This is an optimization exercise on Yosys and OpenROAD, whose aim is small area and few clock cycles, not a production implementation. Function was checked by simulation only, so behaviour that the tests miss may differ from the original.

### config.mk
export PLATFORM = sky130hd
export DESIGN_NAME = mvuTop
export DESIGN_NICKNAME = mvuTop
export VERILOG_FILES = /design/flow/design.v
export SDC_FILE = /design/flow/constraint.sdc
export NUM_CORES = 4
export LEC_CHECK = 0
export CAP_MARGIN = 20
export CORE_MARGIN = 2
export CORE_UTILIZATION = 40
export SLEW_MARGIN = 20
### constraint.sdc
create_clock -name core_clock -period 5.0 [get_ports {clk}]
set_input_delay 1.0000 -clock core_clock [delete_from_list [all_inputs] [get_ports {clk}]]
set_output_delay 1.0000 -clock core_clock [all_outputs]
set_load 0.01 [all_outputs]
### design.v
package mvuPkg;
	localparam int unsigned PE = 2;	 
	localparam int unsigned SIMD = 4;	 
	localparam int unsigned WEIGHT_WIDTH = 4;	 
	localparam int unsigned ACTIVATION_WIDTH = 4;	 
	localparam int unsigned ACCU_WIDTH = 16;	 
	localparam int unsigned PROD_WIDTH = WEIGHT_WIDTH + ACTIVATION_WIDTH;
	localparam int unsigned SUM_WIDTH = PROD_WIDTH + $clog2(SIMD);	 
	localparam int unsigned MAX_FOLD = 8;
	localparam int unsigned FOLD_WIDTH = $clog2(MAX_FOLD);
	localparam int unsigned OUT_WIDTH = 8;
	localparam int unsigned OUT_SHIFT = 2;
	localparam int unsigned OUT_MAX = (1 << OUT_WIDTH) - 1;	 
	localparam int unsigned LANE_WIDTH = (PE > 1) ? $clog2(PE) : 1;
	localparam int unsigned FIFO_DEPTH = 8;
	localparam int unsigned PTR_WIDTH = $clog2(FIFO_DEPTH);
	localparam int unsigned CNT_WIDTH = PTR_WIDTH + 1;	 
	localparam int unsigned HOLD_LEVEL = FIFO_DEPTH - 4;	 
	localparam int unsigned WTILE_WIDTH = PE * SIMD * WEIGHT_WIDTH;
	localparam int unsigned ATILE_WIDTH = SIMD * ACTIVATION_WIDTH;
	localparam int unsigned RES_WIDTH = PE * ACCU_WIDTH;
	typedef enum logic {
		SER_IDLE,	 
		SER_SEND	 
	} serState_t;
endpackage
`timescale 1ns/1ns
import mvuPkg::*;
module weightMem (
	input  logic                            clk,
	input  logic                            wWr,	 
	input  logic [mvuPkg::FOLD_WIDTH-1:0]   wAddr,
	input  logic [mvuPkg::WTILE_WIDTH-1:0]  wData,
	input  logic [mvuPkg::FOLD_WIDTH-1:0]   rdAddr,	 
	output logic [mvuPkg::WTILE_WIDTH-1:0]  rdData
);
	logic [WTILE_WIDTH-1:0] mem [MAX_FOLD];
	always_ff @(posedge clk) begin
		if (wWr) begin
			mem[wAddr] <= wData;
		end
	end
	always_ff @(posedge clk) begin
		rdData <= mem[rdAddr];
	end
endmodule
`timescale 1ns/1ns
import mvuPkg::*;
module mvuSequencer (
	input  logic                            clk,
	input  logic                            rst,
	input  logic                            aStrobe,	 
	input  logic [mvuPkg::ATILE_WIDTH-1:0]  aData,
	input  logic                            aPad,	 
	input  logic [mvuPkg::FOLD_WIDTH-1:0]   foldCount,	 
	output logic [mvuPkg::FOLD_WIDTH-1:0]   rdAddr,
	output logic [mvuPkg::ATILE_WIDTH-1:0]  a,
	output logic                            last,
	output logic                            zero
);
	logic [FOLD_WIDTH-1:0] foldCnt;	 
	logic                  atEnd;
	assign atEnd = (foldCnt == foldCount);
	always_ff @(posedge clk) begin
		if (rst) begin
			foldCnt <= '0;
		end else if (aStrobe) begin
			if (atEnd)
				foldCnt <= '0;	 
			else
				foldCnt <= foldCnt + 1'b1;
		end
	end
	assign rdAddr = foldCnt;
	always_ff @(posedge clk) begin
		if (rst) begin
			last <= 1'b0;
			zero <= 1'b1;	 
		end else begin
			last <= aStrobe && atEnd;
			zero <= !aStrobe || aPad;	 
		end
	end
	always_ff @(posedge clk) begin
		a <= aData;
	end
endmodule
`timescale 1ns/1ns
import mvuPkg::*;
module mvuCore (
	input  logic                            clk,
	input  logic                            rst,
	input  logic                            last,	 
	input  logic                            zero,	 
	input  logic [mvuPkg::WTILE_WIDTH-1:0]  w,	 
	input  logic [mvuPkg::ATILE_WIDTH-1:0]  a,	 
	output logic                            vld,
	output logic [mvuPkg::RES_WIDTH-1:0]    p	 
);
	function automatic logic signed [PROD_WIDTH-1:0] laneProd(
		input logic signed [WEIGHT_WIDTH-1:0] wv,
		input logic [ACTIVATION_WIDTH-1:0]    av
	);
		logic signed [PROD_WIDTH-1:0] wExt;
		logic signed [PROD_WIDTH-1:0] aExt;
		wExt = PROD_WIDTH'(wv);	 
		aExt = $signed(PROD_WIDTH'(av));	 
		laneProd = wExt * aExt;
	endfunction
	logic [1:5] L;	 
	logic [1:3] Z;	 
	logic [WTILE_WIDTH-1:0]         w1;
	logic [ATILE_WIDTH-1:0]         a1;
	logic signed [PROD_WIDTH-1:0]   m2 [PE][SIMD];
	logic signed [SUM_WIDTH-1:0]    sum2 [PE];	 
	logic signed [SUM_WIDTH-1:0]    s3 [PE];
	logic signed [ACCU_WIDTH-1:0]   acc4 [PE];
	logic signed [ACCU_WIDTH-1:0]   res5 [PE];
	always_ff @(posedge clk) begin
		if (rst) begin
			L <= '0;
			Z <= '1;	 
		end else begin
			L <= {last, L[1:4]};
			Z <= {zero, Z[1:2]};
		end
	end
	assign vld = L[5];
	always_ff @(posedge clk) begin
		w1 <= w;
		a1 <= a;
	end
	always_ff @(posedge clk) begin
		for (int pe = 0; pe < PE; pe++) begin
			for (int s = 0; s < SIMD; s++) begin
				m2[pe][s] <= laneProd(w1[(pe*SIMD + s)*WEIGHT_WIDTH +: WEIGHT_WIDTH],
					a1[s*ACTIVATION_WIDTH +: ACTIVATION_WIDTH]);
			end
		end
	end
	always_comb begin
		for (int pe = 0; pe < PE; pe++) begin
			sum2[pe] = '0;
			for (int s = 0; s < SIMD; s++)
				sum2[pe] = sum2[pe] + SUM_WIDTH'(m2[pe][s]);	 
		end
	end
	always_ff @(posedge clk) begin
		for (int pe = 0; pe < PE; pe++)
			s3[pe] <= sum2[pe];
	end
	always_ff @(posedge clk) begin
		if (rst) begin
			for (int pe = 0; pe < PE; pe++)
				acc4[pe] <= '0;
		end else begin
			for (int pe = 0; pe < PE; pe++) begin
				acc4[pe] <= (L[4] ? '0 : acc4[pe])
					+ (Z[3] ? '0 : ACCU_WIDTH'(s3[pe]));	 
			end
		end
	end
	always_ff @(posedge clk) begin
		for (int pe = 0; pe < PE; pe++)
			res5[pe] <= acc4[pe];
	end
	always_comb begin
		for (int pe = 0; pe < PE; pe++)
			p[pe*ACCU_WIDTH +: ACCU_WIDTH] = res5[pe];
	end
endmodule
`timescale 1ns/1ns
import mvuPkg::*;
module resultFifo (
	input  logic                          clk,
	input  logic                          rst,
	input  logic                          push,	 
	input  logic [mvuPkg::RES_WIDTH-1:0]  pushData,
	input  logic                          pop,
	output logic [mvuPkg::RES_WIDTH-1:0]  popData,	 
	output logic                          empty,
	output logic                          hold	 
);
	logic [RES_WIDTH-1:0] mem [FIFO_DEPTH];
	logic [PTR_WIDTH-1:0] wrPtr;
	logic [PTR_WIDTH-1:0] rdPtr;
	logic [CNT_WIDTH-1:0] occ;	 
	logic                 full;
	always_ff @(posedge clk) begin
		if (rst) begin
			wrPtr <= '0;
			rdPtr <= '0;
			occ <= '0;
		end else begin
			if (push)
				wrPtr <= wrPtr + 1'b1;	 
			if (pop)
				rdPtr <= rdPtr + 1'b1;
			case ({push, pop})
				2'b10: occ <= occ + 1'b1;
				2'b01: occ <= occ - 1'b1;
				default: occ <= occ;	 
			endcase
		end
	end
	always_ff @(posedge clk) begin
		if (push)
			mem[wrPtr] <= pushData;
		if (pop)
			popData <= mem[rdPtr];
	end
	assign empty = (occ == '0);
	assign full = (occ == CNT_WIDTH'(FIFO_DEPTH));
	assign hold = (occ >= CNT_WIDTH'(HOLD_LEVEL));	 
endmodule
`timescale 1ns/1ns
import mvuPkg::*;
module requantSerializer (
	input  logic                           clk,
	input  logic                           rst,
	input  logic                           empty,
	input  logic [mvuPkg::RES_WIDTH-1:0]   popData,
	output logic                           pop,
	output logic                           outVld,
	output logic [mvuPkg::OUT_WIDTH-1:0]   outData,
	output logic [mvuPkg::LANE_WIDTH-1:0]  outLane	 
);
	mvuPkg::serState_t       state;
	logic [LANE_WIDTH-1:0]   lane;	 
	logic                    lastLane;
	logic signed [ACCU_WIDTH-1:0] accSel;
	logic signed [ACCU_WIDTH-1:0] shifted;
	logic [OUT_WIDTH-1:0]    quant;
	assign lastLane = (lane == LANE_WIDTH'(PE - 1));
	assign pop = !empty && ((state == SER_IDLE) || lastLane);
	always_comb begin
		accSel = $signed(popData[lane*ACCU_WIDTH +: ACCU_WIDTH]);
		shifted = (accSel < 0) ? '0 : (accSel >>> OUT_SHIFT);
		if (shifted > $signed(ACCU_WIDTH'(OUT_MAX)))
			quant = OUT_WIDTH'(OUT_MAX);
		else
			quant = OUT_WIDTH'(shifted);
	end
	always_ff @(posedge clk) begin
		if (rst) begin
			state <= SER_IDLE;
			lane <= '0;
			outVld <= 1'b0;
		end else begin
			outVld <= (state == SER_SEND);
			case (state)
				SER_IDLE: if (pop) state <= SER_SEND;	 
				SER_SEND: begin
					if (lastLane) begin
						lane <= '0;
						state <= pop ? SER_SEND : SER_IDLE;
					end else begin
						lane <= lane + 1'b1;
					end
				end
				default: state <= SER_IDLE;
			endcase
		end
	end
	always_ff @(posedge clk) begin
		outData <= quant;
		outLane <= lane;
	end
endmodule
`timescale 1ns/1ns
import mvuPkg::*;
module mvuTop (
	input  logic                           clk,
	input  logic                           rst,
	input  logic                           wWr,
	input  logic [mvuPkg::FOLD_WIDTH-1:0]  wAddr,
	input  logic [mvuPkg::WTILE_WIDTH-1:0] wData,
	input  logic [mvuPkg::FOLD_WIDTH-1:0]  foldCount,
	input  logic                           aStrobe,
	input  logic [mvuPkg::ATILE_WIDTH-1:0] aData,
	input  logic                           aPad,
	output logic                           outVld,
	output logic [mvuPkg::OUT_WIDTH-1:0]   outData,
	output logic [mvuPkg::LANE_WIDTH-1:0]  outLane,
	output logic                           hold
);
	logic [FOLD_WIDTH-1:0]  rdAddr;
	logic [WTILE_WIDTH-1:0] rdData;
	logic [ATILE_WIDTH-1:0] a;
	logic                   last;
	logic                   zero;
	logic                   vld;
	logic [RES_WIDTH-1:0]   p;
	logic                   pop;
	logic [RES_WIDTH-1:0]   popData;
	logic                   empty;
	weightMem weightMem_i (
		.clk    (clk),
		.wWr    (wWr),
		.wAddr  (wAddr),
		.wData  (wData),
		.rdAddr (rdAddr),
		.rdData (rdData)
	);
	mvuSequencer mvuSequencer_i (
		.clk       (clk),
		.rst       (rst),
		.aStrobe   (aStrobe),
		.aData     (aData),
		.aPad      (aPad),
		.foldCount (foldCount),
		.rdAddr    (rdAddr),
		.a         (a),
		.last      (last),
		.zero      (zero)
	);
	mvuCore mvuCore_i (
		.clk  (clk),
		.rst  (rst),
		.last (last),
		.zero (zero),
		.w    (rdData),
		.a    (a),
		.vld  (vld),
		.p    (p)
	);
	resultFifo resultFifo_i (
		.clk      (clk),
		.rst      (rst),
		.push     (vld),
		.pushData (p),
		.pop      (pop),
		.popData  (popData),
		.empty    (empty),
		.hold     (hold)
	);
	requantSerializer requantSerializer_i (
		.clk     (clk),
		.rst     (rst),
		.empty   (empty),
		.popData (popData),
		.pop     (pop),
		.outVld  (outVld),
		.outData (outData),
		.outLane (outLane)
	);
endmodule
### run.sh
#!/bin/bash
# synth_recipe.tcl (not shown) runs the flow's synth.tcl, then flattens the netlist and writes it again
# the make line also repeats each setting of config.mk as NAME=value (left out here)
make -C /OpenROAD-flow-scripts/flow DESIGN_CONFIG=/design/flow/config.mk WORK_HOME=/design/flow/orfs CLKGATE_MAP_FILE= SYNTH_SCRIPT=/design/flow/synth_recipe.tcl finish
==> flow_summary_export.csv, run 1 <==
group,metric,value,unit
logic_synthesis,synthesis.nets,2333,
drt,avgRoutedWirePerCell,18.2,um
worst_setup_path,path_depth,10,
placement,io_buffers,69,
worst_setup_path,crit_arrival,3.92,ns
min_path,hold_class,"reg2reg",
drt,drtIter0Drc,804,
grt,grt_pass1_vias,17100,
clock_network,cts.sinks,783,
timing,slew_headroom,36.8,%
final_layout,postLayoutCoreUtil,46.4,%
drt,wirelength,59.9,mm
logic_synthesis,synthesis.area,32400,um2
worst_setup_path,cp-startpoint,"mvuCore_i.a1[2]$_DFF_P_",
clock_network,clkLatencyLatePin,0.64,ns
logic_synthesis,synth_top_area_share,47.1,%
timing,post-route-period-util,67.1,%
clock_network,ctsResizeCount,0,
worst_setup_path,cp_top_family,"adder cells",
clock_network,cts_setup_buffers,0,
logic_synthesis,yosys.area.top_type,"edfxtp_1",
die,dieHeight,289,um
placement,placed_cells,3131,
timing,fin_tns_setup,0,ns
final_layout,area_growth,15.2,%
logic_synthesis,yosys_warnings,10,
die,rows,104,
final_layout,drive_above_1_share,16.9,%
logic_synthesis,avgSynthCellArea,16.0,um2
timing,whs,0.321,ns
die,die-area,83300,um2
placement,hpwl,38.7,mm
timing,skew,0.0309,ns
timing,min_period,3.36,ns
drt,vias,16100,
logic_synthesis,yosysSeqAreaShare,64.0,%
timing,rsz0062_at_grt,"no",
worst_setup_path,worst_r2r_endpoint,"mvuCore_i.m2[0][7]$_DFF_P_",
logic_synthesis,ys_types,49,
final_layout,final_cells,3286,
drt,firstDrtPassIters,5,
clock_network,cts.clk_slew.worst_paths,0.06,ns
worst_setup_path,path_class,"reg2reg",
worst_setup_path,path_max_fanout,8,
timing,hold_viol,0,
job,maxCapViolCount,0,
outcome,status,"complete, no violations",
clock_network,htree_levels,3,
worst_setup_path,cp_cell_sequence,"nand2_1, fa_1, fa_1, inv_1, fa_1, ha_1, fa_1, a21o_1, a21oi_1, xnor2_1",
drt,vias_per_cell,4.89,
die,io_pins,70,
worst_setup_path,cp_num_buf_inv,1,
final_layout,design_area,37300,um2
grt,antenna_found_initial,0,
die,initial_core_util,40.3,%
timing,drv_slew,0,
clock_network,tritoncts,"done",
clock_network,cts.path.max_buffers,3,
clock_network,clockRootBuffer,"clkbuf_16",
worst_setup_path,r2r_cells,10,
logic_synthesis,ys_ff_latch,783,
grt,grt_max_degree,59,
logic_synthesis,yosys_most_used_dff,"edfxtp_1",
worst_setup_path,end_kind,"register",
timing,fmax,298,MHz
worst_setup_path,r2r_slack,1.64,ns
worst_setup_path,cp-start-kind,"register",
drt,ant_nets,0,
die,fp.dieW,289,um
worst_setup_path,crit_top_cell,"fa_1",
logic_synthesis,async_reset_ff_share,0,%
grt,grt_pass1_wl,95.3,mm
placement,pre_cts_ws,1.63,ns
worst_setup_path,crit_end,"mvuCore_i.m2[0][7]$_DFF_P_",
grt,overflow,0,
logic_synthesis,syn_inst,2023,
placement,placed_cell_area,34500,um2
worst_setup_path,r2r-start,"mvuCore_i.a1[2]$_DFF_P_",
drt,post-route-drc-count,0,
die,core_area,80400,um2
clock_network,cts_made_buffers,82,
logic_synthesis,synth-edff-count,508,
worst_setup_path,cp_slowest_stage_delay,0.50,ns
logic_synthesis,synth_area_leaders,"edfxtp_1, dfxtp_1, mux4_2",
grt,grtUsageTotal,14.8,%
worst_setup_path,required,5.56,ns
final_layout,finalNetCount,2465,
clock_network,cts_hold_buf,0,
placement,place.gp.congestion,0.800,
timing,finalWorstSetupSlack,1.64,ns
timing,finalSetupViolations,0,
timing,worst_slew_pin_slew,0.946,ns
worst_setup_path,crit_slowest_cell,"fa_1",
-- routing by layer --
metal	vias to the layer above	wire, um	GRT usage [%]
li1	7662	-	-
met1	8078	25500	18.0
met2	228	30900	26.5
met3	90	1940	2.78
met4	0	1490	4.50
met5	-	0	0
-- state kept, by name (all words and copies together), names as in the netlist, 3 cells and up --
register and cells:
mvuCore_i.w1 32, mvuCore_i.L 5, resultFifo_i.popData 28, mvuCore_i.Z 3, requantSerializer_i.outData 8, mvuCore_i.s3 20
weightMem_i.mem 256, mvuSequencer_i.foldCnt 3, mvuCore_i.a1 16, mvuCore_i.m2 64, mvuSequencer_i.a 16, weightMem_i.rdData 32
resultFifo_i.occ 4, resultFifo_i.wrPtr 3, resultFifo_i.rdPtr 3, resultFifo_i.mem 224, mvuCore_i.acc4 32, mvuCore_i.res5 28
-- cells by family (layout without fill, tap and decap cells) --
kind of cell | Yosys count | count (layout) | share of synthesized area (%)
DFF | 783 | 783 | 64.0
muxes | 202 | 202 | 11.1
adders and majority gates | 251 | 251 | 11.5
and+or+nand+nor | 360 | 360 | 5.92
AOI/OAI and AO/OA | 155 | 155 | 3.08
buffers and inverters | 197 | 399 | 2.32
other | 0 | 1 | 0
xor gates and xnor gates | 75 | 75 | 2.03
-- layout make-up --
type	count	area (um2)
Antenna cell	1	2.50
Clock buffer	103	2220
Clock inverter	51	574
Fill cell	6907	43100
Inverter	151	567
Multi-Input combinational cell	1043	11000
Sequential cell	783	20800
Tap cell	1060	1330
Timing Repair Buffer	94	873
-- cells in the mapped netlist (2+ instances only) --
library cell and count:
mux2i_1 11, o21ai_0 22, nor2_1 67, nor2b_1 96, inv_1 151, a41o_1 2, a221oi_1 2, nor3_1 16
or2_2 7, nor4_1 3, o21a_1 5, mux4_2 120, o211ai_1 2, a211o_1 2, dfxtp_1 275, edfxtp_1 508
buf_1 9, o41ai_1 3, o22ai_1 5, xor2_1 12, or3_1 5, nand3_1 8, ha_1 174, fa_1 77
xnor2_1 63, and2_1 65, a31oi_1 3, or4_1 3, clkbuf_1 28, mux2_2 70, a211oi_1 12, a21o_1 28
a221oi_2 2, o31a_1 3, buf_2 9, a21oi_1 57, o31ai_1 2, nand4_1 3, nand2_1 59, nand2b_1 25
-- worst register-to-register path, delay by kind of cell (launching register included) --
kind / cells / cell delay, ns
adder cells (fa/ha/maj): 5 / 2.12
flip-flops: 1 / 0.47
AO/OA/AOI/OAI: 2 / 0.35
AND/OR/NAND/NOR: 1 / 0.15
XOR/XNOR: 1 / 0.14
buffers and inverters: 1 / 0.05
-- cells in the final DEF (no fill, tap or decap), types with 28 or more instances in the layout --
master and count:
clkbuf_16 83, nor2_1 55, and2_1 65, nand2_1 59, ha_1 174, nor2b_1 96, inv_1 151, dfxtp_1 270
a21oi_1 56, xnor2_1 63, edfxtp_1 508, fa_1 77, mux2_2 70, clkdlybuf4s50_1 68, mux4_2 120, a21o_1 28
-- worst min path at each step --
stage | startpoint | end | slack, ns | cells after the start
3_3_place_gp | weightMem_i.rdData[23]$_DFF_P_ | mvuCore_i.w1[23]$_DFF_P_ | 0.31 | 0
4_1_cts | weightMem_i.rdData[16]$_DFF_P_ | mvuCore_i.w1[16]$_DFF_P_ | 0.32 | 0
6_report | weightMem_i.rdData[16]$_DFF_P_ | mvuCore_i.w1[16]$_DFF_P_ | 0.32 | 0
5_1_grt | weightMem_i.rdData[16]$_DFF_P_ | mvuCore_i.w1[16]$_DFF_P_ | 0.33 | 0
2_1_floorplan | mvuSequencer_i.a[0]$_DFF_P_ | mvuCore_i.a1[0]$_DFF_P_ | 0.31 | 0
3_5_place_dp | mvuSequencer_i.a[6]$_DFF_P_ | mvuCore_i.a1[6]$_DFF_P_ | 0.31 | 0
Testbench counts, summed over its fixed seeds: cycles 9,840.
==> run 2, diff against run 1 <==
==> design.v (replaced) <==
package mvuPkg;
	localparam int unsigned FOLD_WIDTH = 3;	 
	localparam int unsigned WTILE_WIDTH = 32;	 
	localparam int unsigned ATILE_WIDTH = 16;	 
	localparam int unsigned OUT_WIDTH = 8;
	localparam int unsigned LANE_WIDTH = 1;
	localparam int unsigned ACC_WIDTH = 13;	 
	localparam int unsigned QDEPTH = 3;	 
endpackage
`timescale 1ns/1ns
import mvuPkg::*;
module mvuTop (
	input  logic                           clk,
	input  logic                           rst,
	input  logic                           wWr,
	input  logic [mvuPkg::FOLD_WIDTH-1:0]  wAddr,
	input  logic [mvuPkg::WTILE_WIDTH-1:0] wData,
	input  logic [mvuPkg::FOLD_WIDTH-1:0]  foldCount,
	input  logic                           aStrobe,
	input  logic [mvuPkg::ATILE_WIDTH-1:0] aData,
	input  logic                           aPad,
	output logic                           outVld,
	output logic [mvuPkg::OUT_WIDTH-1:0]   outData,
	output logic [mvuPkg::LANE_WIDTH-1:0]  outLane,
	output logic                           hold
);
	localparam int N = QDEPTH;
	localparam int OW = $clog2(N + 1);
	logic [WTILE_WIDTH-1:0] mem [8];
	always_ff @(posedge clk) begin
		if (wWr)
			mem[wAddr] <= wData;
	end
	logic [FOLD_WIDTH-1:0] foldCnt;
	logic                  atEnd;
	assign atEnd = (foldCnt == foldCount);
	always_ff @(posedge clk) begin
		if (rst)
			foldCnt <= '0;
		else if (aStrobe)
			foldCnt <= atEnd ? '0 : foldCnt + 1'b1;
	end
	logic [WTILE_WIDTH-1:0]       w;
	logic signed [ACC_WIDTH-1:0]  dot [2];
	assign w = mem[foldCnt];
	always_comb begin
		for (int pe = 0; pe < 2; pe++) begin
			dot[pe] = '0;
			for (int s = 0; s < 4; s++)
				dot[pe] = dot[pe] + ACC_WIDTH'($signed(w[(pe*4 + s)*4 +: 4]) * $signed({1'b0, aData[s*4 +: 4]}));
		end
	end
	logic signed [ACC_WIDTH-1:0] acc [2];
	logic                        done;	 
	always_ff @(posedge clk) begin
		if (aStrobe) begin
			for (int pe = 0; pe < 2; pe++)
				acc[pe] <= ((foldCnt == '0) ? '0 : acc[pe]) + (aPad ? '0 : dot[pe]);
		end
	end
	always_ff @(posedge clk) begin
		if (rst)
			done <= 1'b0;
		else
			done <= aStrobe && atEnd;
	end
	function automatic logic [OUT_WIDTH-1:0] requant(input logic signed [ACC_WIDTH-1:0] v);
		if (v[ACC_WIDTH-1])
			requant = '0;
		else if (|v[ACC_WIDTH-2:OUT_WIDTH+2])
			requant = '1;
		else
			requant = v[OUT_WIDTH+1:2];
	endfunction
	logic [OUT_WIDTH-1:0] q [N];
	logic [OW-1:0]        occ;
	logic [OW-1:0]        base;
	logic [OW-1:0]        occNext;
	logic [OW-1:0]        occAfter;
	logic                 lane;
	assign base = occ - OW'(occ != '0);
	assign occNext = base + (done ? OW'(2) : OW'(0));
	assign occAfter = occNext - OW'(occNext != '0);
	always_ff @(posedge clk) begin
		for (int i = 0; i < N; i++) begin
			if (done && OW'(i) == base)
				q[i] <= requant(acc[0]);
			else if (done && OW'(i) == base + 1'b1)
				q[i] <= requant(acc[1]);
			else if (i < N - 1)
				q[i] <= q[i + 1];
		end
	end
	always_ff @(posedge clk) begin
		if (rst) begin
			occ <= '0;
			lane <= 1'b0;
		end else begin
			occ <= occNext;
			if (occ != '0)
				lane <= !lane;
		end
	end
	assign outVld = (occ != '0);
	assign outData = q[0];
	assign outLane = lane;
	assign hold = (32'(occAfter) + 2 > N);
endmodule
==> flow_summary_export.csv, run 2 <==
group,metric,value,unit
worst_setup_path,path_max_fanout,7,
timing,fin_tns_setup,-41.83,ns
clock_network,tritoncts,"done",
grt,grt_pass1_wl,67.3,mm
logic_synthesis,synth_top_area_share,45.5,%
outcome,violations,"setup timing",
final_layout,area_growth,28.5,%
logic_synthesis,ys_types,62,
clock_network,cts_hold_buf,0,
timing,worst_slew_pin_slew,0.894,ns
die,die-area,49600,um2
drt,vias_per_cell,4.89,
logic_synthesis,synth-edff-count,290,
min_path,hold_class,"reg2reg",
logic_synthesis,yosys_warnings,4,
logic_synthesis,ys_ff_latch,316,
job,maxCapViolCount,0,
drt,highest_layer,"met4",
grt,grt_max_degree,33,
logic_synthesis,yosysMostFrequentCell,"edfxtp_1",
placement,io_buffers,69,
worst_setup_path,end_kind,"register",
drt,wl_met1,17.6,mm
final_layout,final_common_cell,"edfxtp_1",
timing,rsz0062_at_grt,"yes",
timing,min_period,7.26,ns
drt,avgRoutedWirePerCell,17.8,um
placement,place.gp.congestion,0.809,
timing,fmax,138,MHz
clock_network,clkLatencyLatePin,0.54,ns
min_path,holdPathStages,2,
drt,post-route-drc-count,0,
clock_network,htree_levels,2,
grt,grt_pass1_vias,12300,
drt,dr_wl_met2,22.8,mm
logic_synthesis,synth_area_leaders,"edfxtp_1, fa_1, ha_1",
placement,hpwl,30.4,mm
grt,antenna_found_initial,2,
drt,drtIter0Drc,491,
timing,post-route-period-util,145,%
logic_synthesis,synth_commonest_cells,"edfxtp_1, inv_1, fa_1, ha_1, nor2_1",
die,core_area,47400,um2
clock_network,cts.path.max_buffers,3,
clock_network,clockRootBuffer,"clkbuf_16",
logic_synthesis,yosys.area.top_type,"edfxtp_1",
grt,overflow,0,
logic_synthesis,yosysSeqAreaShare,48.3,%
logic_synthesis,async_reset_ff_share,0,%
timing,drv_slew,0,
logic_synthesis,synthesis.area,19100,um2
outcome,status,"complete, but fails checks",
logic_synthesis,yosys_most_used_dff,"edfxtp_1",
clock_network,cts_made_buffers,35,
placement,placed_cells,2258,
worst_setup_path,r2r_cells,27,
clock_network,cts.clk_slew.worst_paths,0.06,ns
die,dieHeight,223,um
timing,skew,0.0141,ns
drt,ant_nets,0,
final_layout,finalNetCount,2023,
die,io_pins,70,
logic_synthesis,avgSynthCellArea,13.6,um2
logic_synthesis,syn_inst,1409,
timing,finalWorstSetupSlack,-2.26,ns
drt,wl_met3,1.20,mm
timing,slew_headroom,40.3,%
worst_setup_path,cp-start-kind,"register",
worst_setup_path,crit_arrival,7.55,ns
final_layout,reg_top3,"mem (256), acc (26), q (24)",
die,fp.dieW,223,um
timing,whs,0.426,ns
logic_synthesis,synthesis.nets,1707,
worst_setup_path,required,5.29,ns
final_layout,layout_common_cells,"edfxtp_1, buf_4, inv_1",
final_layout,final_cells,2370,
drt,wirelength,42.3,mm
drt,firstDrtPassIters,6,
timing,hold_viol,0,
clock_network,cts.sinks,316,
final_layout,regMostFlops,"mem",
grt,grtUsageTotal,17.4,%
timing,finalSetupViolations,24,
die,rows,80,
final_layout,largest_reg_flops,256,
worst_setup_path,path_class,"reg2reg",
final_layout,drive_above_1_share,32.8,%
die,initial_core_util,40.3,%
min_path,min-delay-start,"q[1][7]$_DFF_P_",
drt,vias,11600,
[run 2: changes by cell type after synthesis, moves of 13 or more]
cell,before,now
mux4_1,0,13
edfxtp_1,508,290
mux2_2,70,16
a21o_1,28,9
inv_1,151,191
ha_1,174,115
nor2_1,67,114
and2_1,65,39
xnor2_1,63,28
dfxtp_1,275,26
nor2b_1,96,53
fa_1,77,124
a21oi_1,57,39
mux4_2,120,51
[run 2: timing repair]
action / 4_1_cts / 5_1_grt
resized for setup: 91 / 80
setup buffers: 29 / 15
cloned: 2 / 1
endpoints found under the setup margin: 24 / 24
pin swaps: 56 / 64
[run 2: logic make-up after synthesis]
logic type	Yosys count	synth area share (%)
compound gates	136	4.53
xor+xnor	47	2.45
fa+ha+maj	241	20.6
buf+inv	231	5.13
flops	316	48.3
mux	106	10.3
simple gates	332	8.72
[run 2: path summary, 6_finish.rpt]
kind	endpoint	slack [ns]
worst max register to register	acc[1][10]$_DFFE_PP_	-2.26
worst max-delay path	acc[1][10]$_DFFE_PP_	-2.26
worst min register to register	q[0][7]$_DFF_P_	0.43
worst min-delay path	q[0][7]$_DFF_P_	0.43
[run 2: worst max-delay path: stages, from the launching register on]
cell,delay [ns]
dfxtp_4,0.41
buf_6,0.15
buf_16,0.14
mux4_2,0.51
mux2i_2,0.17
buf_4,0.15
nor2b_1,0.06
fa_2,0.57
fa_1,0.45
fa_1,0.59
fa_2,0.47
fa_2,0.57
inv_2,0.04
fa_2,0.51
inv_1,0.06
ha_4,0.27
buf_6,0.10
o21a_1,0.12
nor2_1,0.04
xor2_1,0.15
nor2_1,0.18
ha_4,0.26
o2111ai_4,0.08
nand3_4,0.12
o41ai_4,0.46
o21bai_1,0.13
a21oi_2,0.16
xnor2_1,0.08
[run 2: layer usage]
layer	GRT usage, %	vias to the layer above
li1	-	5565
met1	20.9	5847
met2	32.6	143
met3	2.31	38
met4	4.33	0
met5	0	-
[run 2: per-stage QoR]
step | util (%) | cell area, um2 | setup slack, ns
after floorplan | - | 19500 | -2.17
after global placement | 47.0 | 22300 | -2.63
after detailed placement | 47.0 | 22300 | -2.65
after CTS | 50.9 | 24100 | -2.26
after global routing | 51.8 | 24600 | -2.52
final | 51.8 | 24600 | -2.26
[run 2: final cells by class]
| cell class | instances | area (um2) |
|---|---|---|
| fill | 4059 | 22900 |
| multi-input combinational | 862 | 9830 |
| sequential | 316 | 9240 |
| timing repair buffer | 317 | 2880 |
| clock buffer | 50 | 995 |
| tap | 615 | 769 |
| inverter | 193 | 724 |
| clock inverter | 14 | 131 |
| antenna | 3 | 7.51 |
Testbench counts of run 2, summed over its fixed seeds: cycles 9,873.

==> separate check: timing with driven ports <==
The results above use ideal ports. As a check the final layouts listed here were re-extracted and re-timed, cells and wires unchanged.
Step 1: set_driving_cell puts a clkbuf_16 on clk and a buf_2 on each other input, an assumption about the parent block.
Step 2 moves the port delays by t, midway between the first and last clock arrival at a register: inputs arrive t later, outputs are due t later. That takes back most of the time a late clock gives input paths.
Slacks: ideal / step 1 / step 2; pairs: ideal / step 1.
run | t (ns) | slack for setup (ns) | clock arrival spread, ns | cell pins on the clock port's net
run 1 | 0.695 | 1.643 / 1.643 / 1.643 | 0.051 / 0.051 | 1
run 2 | 0.587 | -2.256 / -2.256 / -2.606 | 0.015 / 0.015 | 1
For run 2, which loses most, drivers alone change the setup slack by 0.000 ns; drivers and shift together by -0.350 ns.
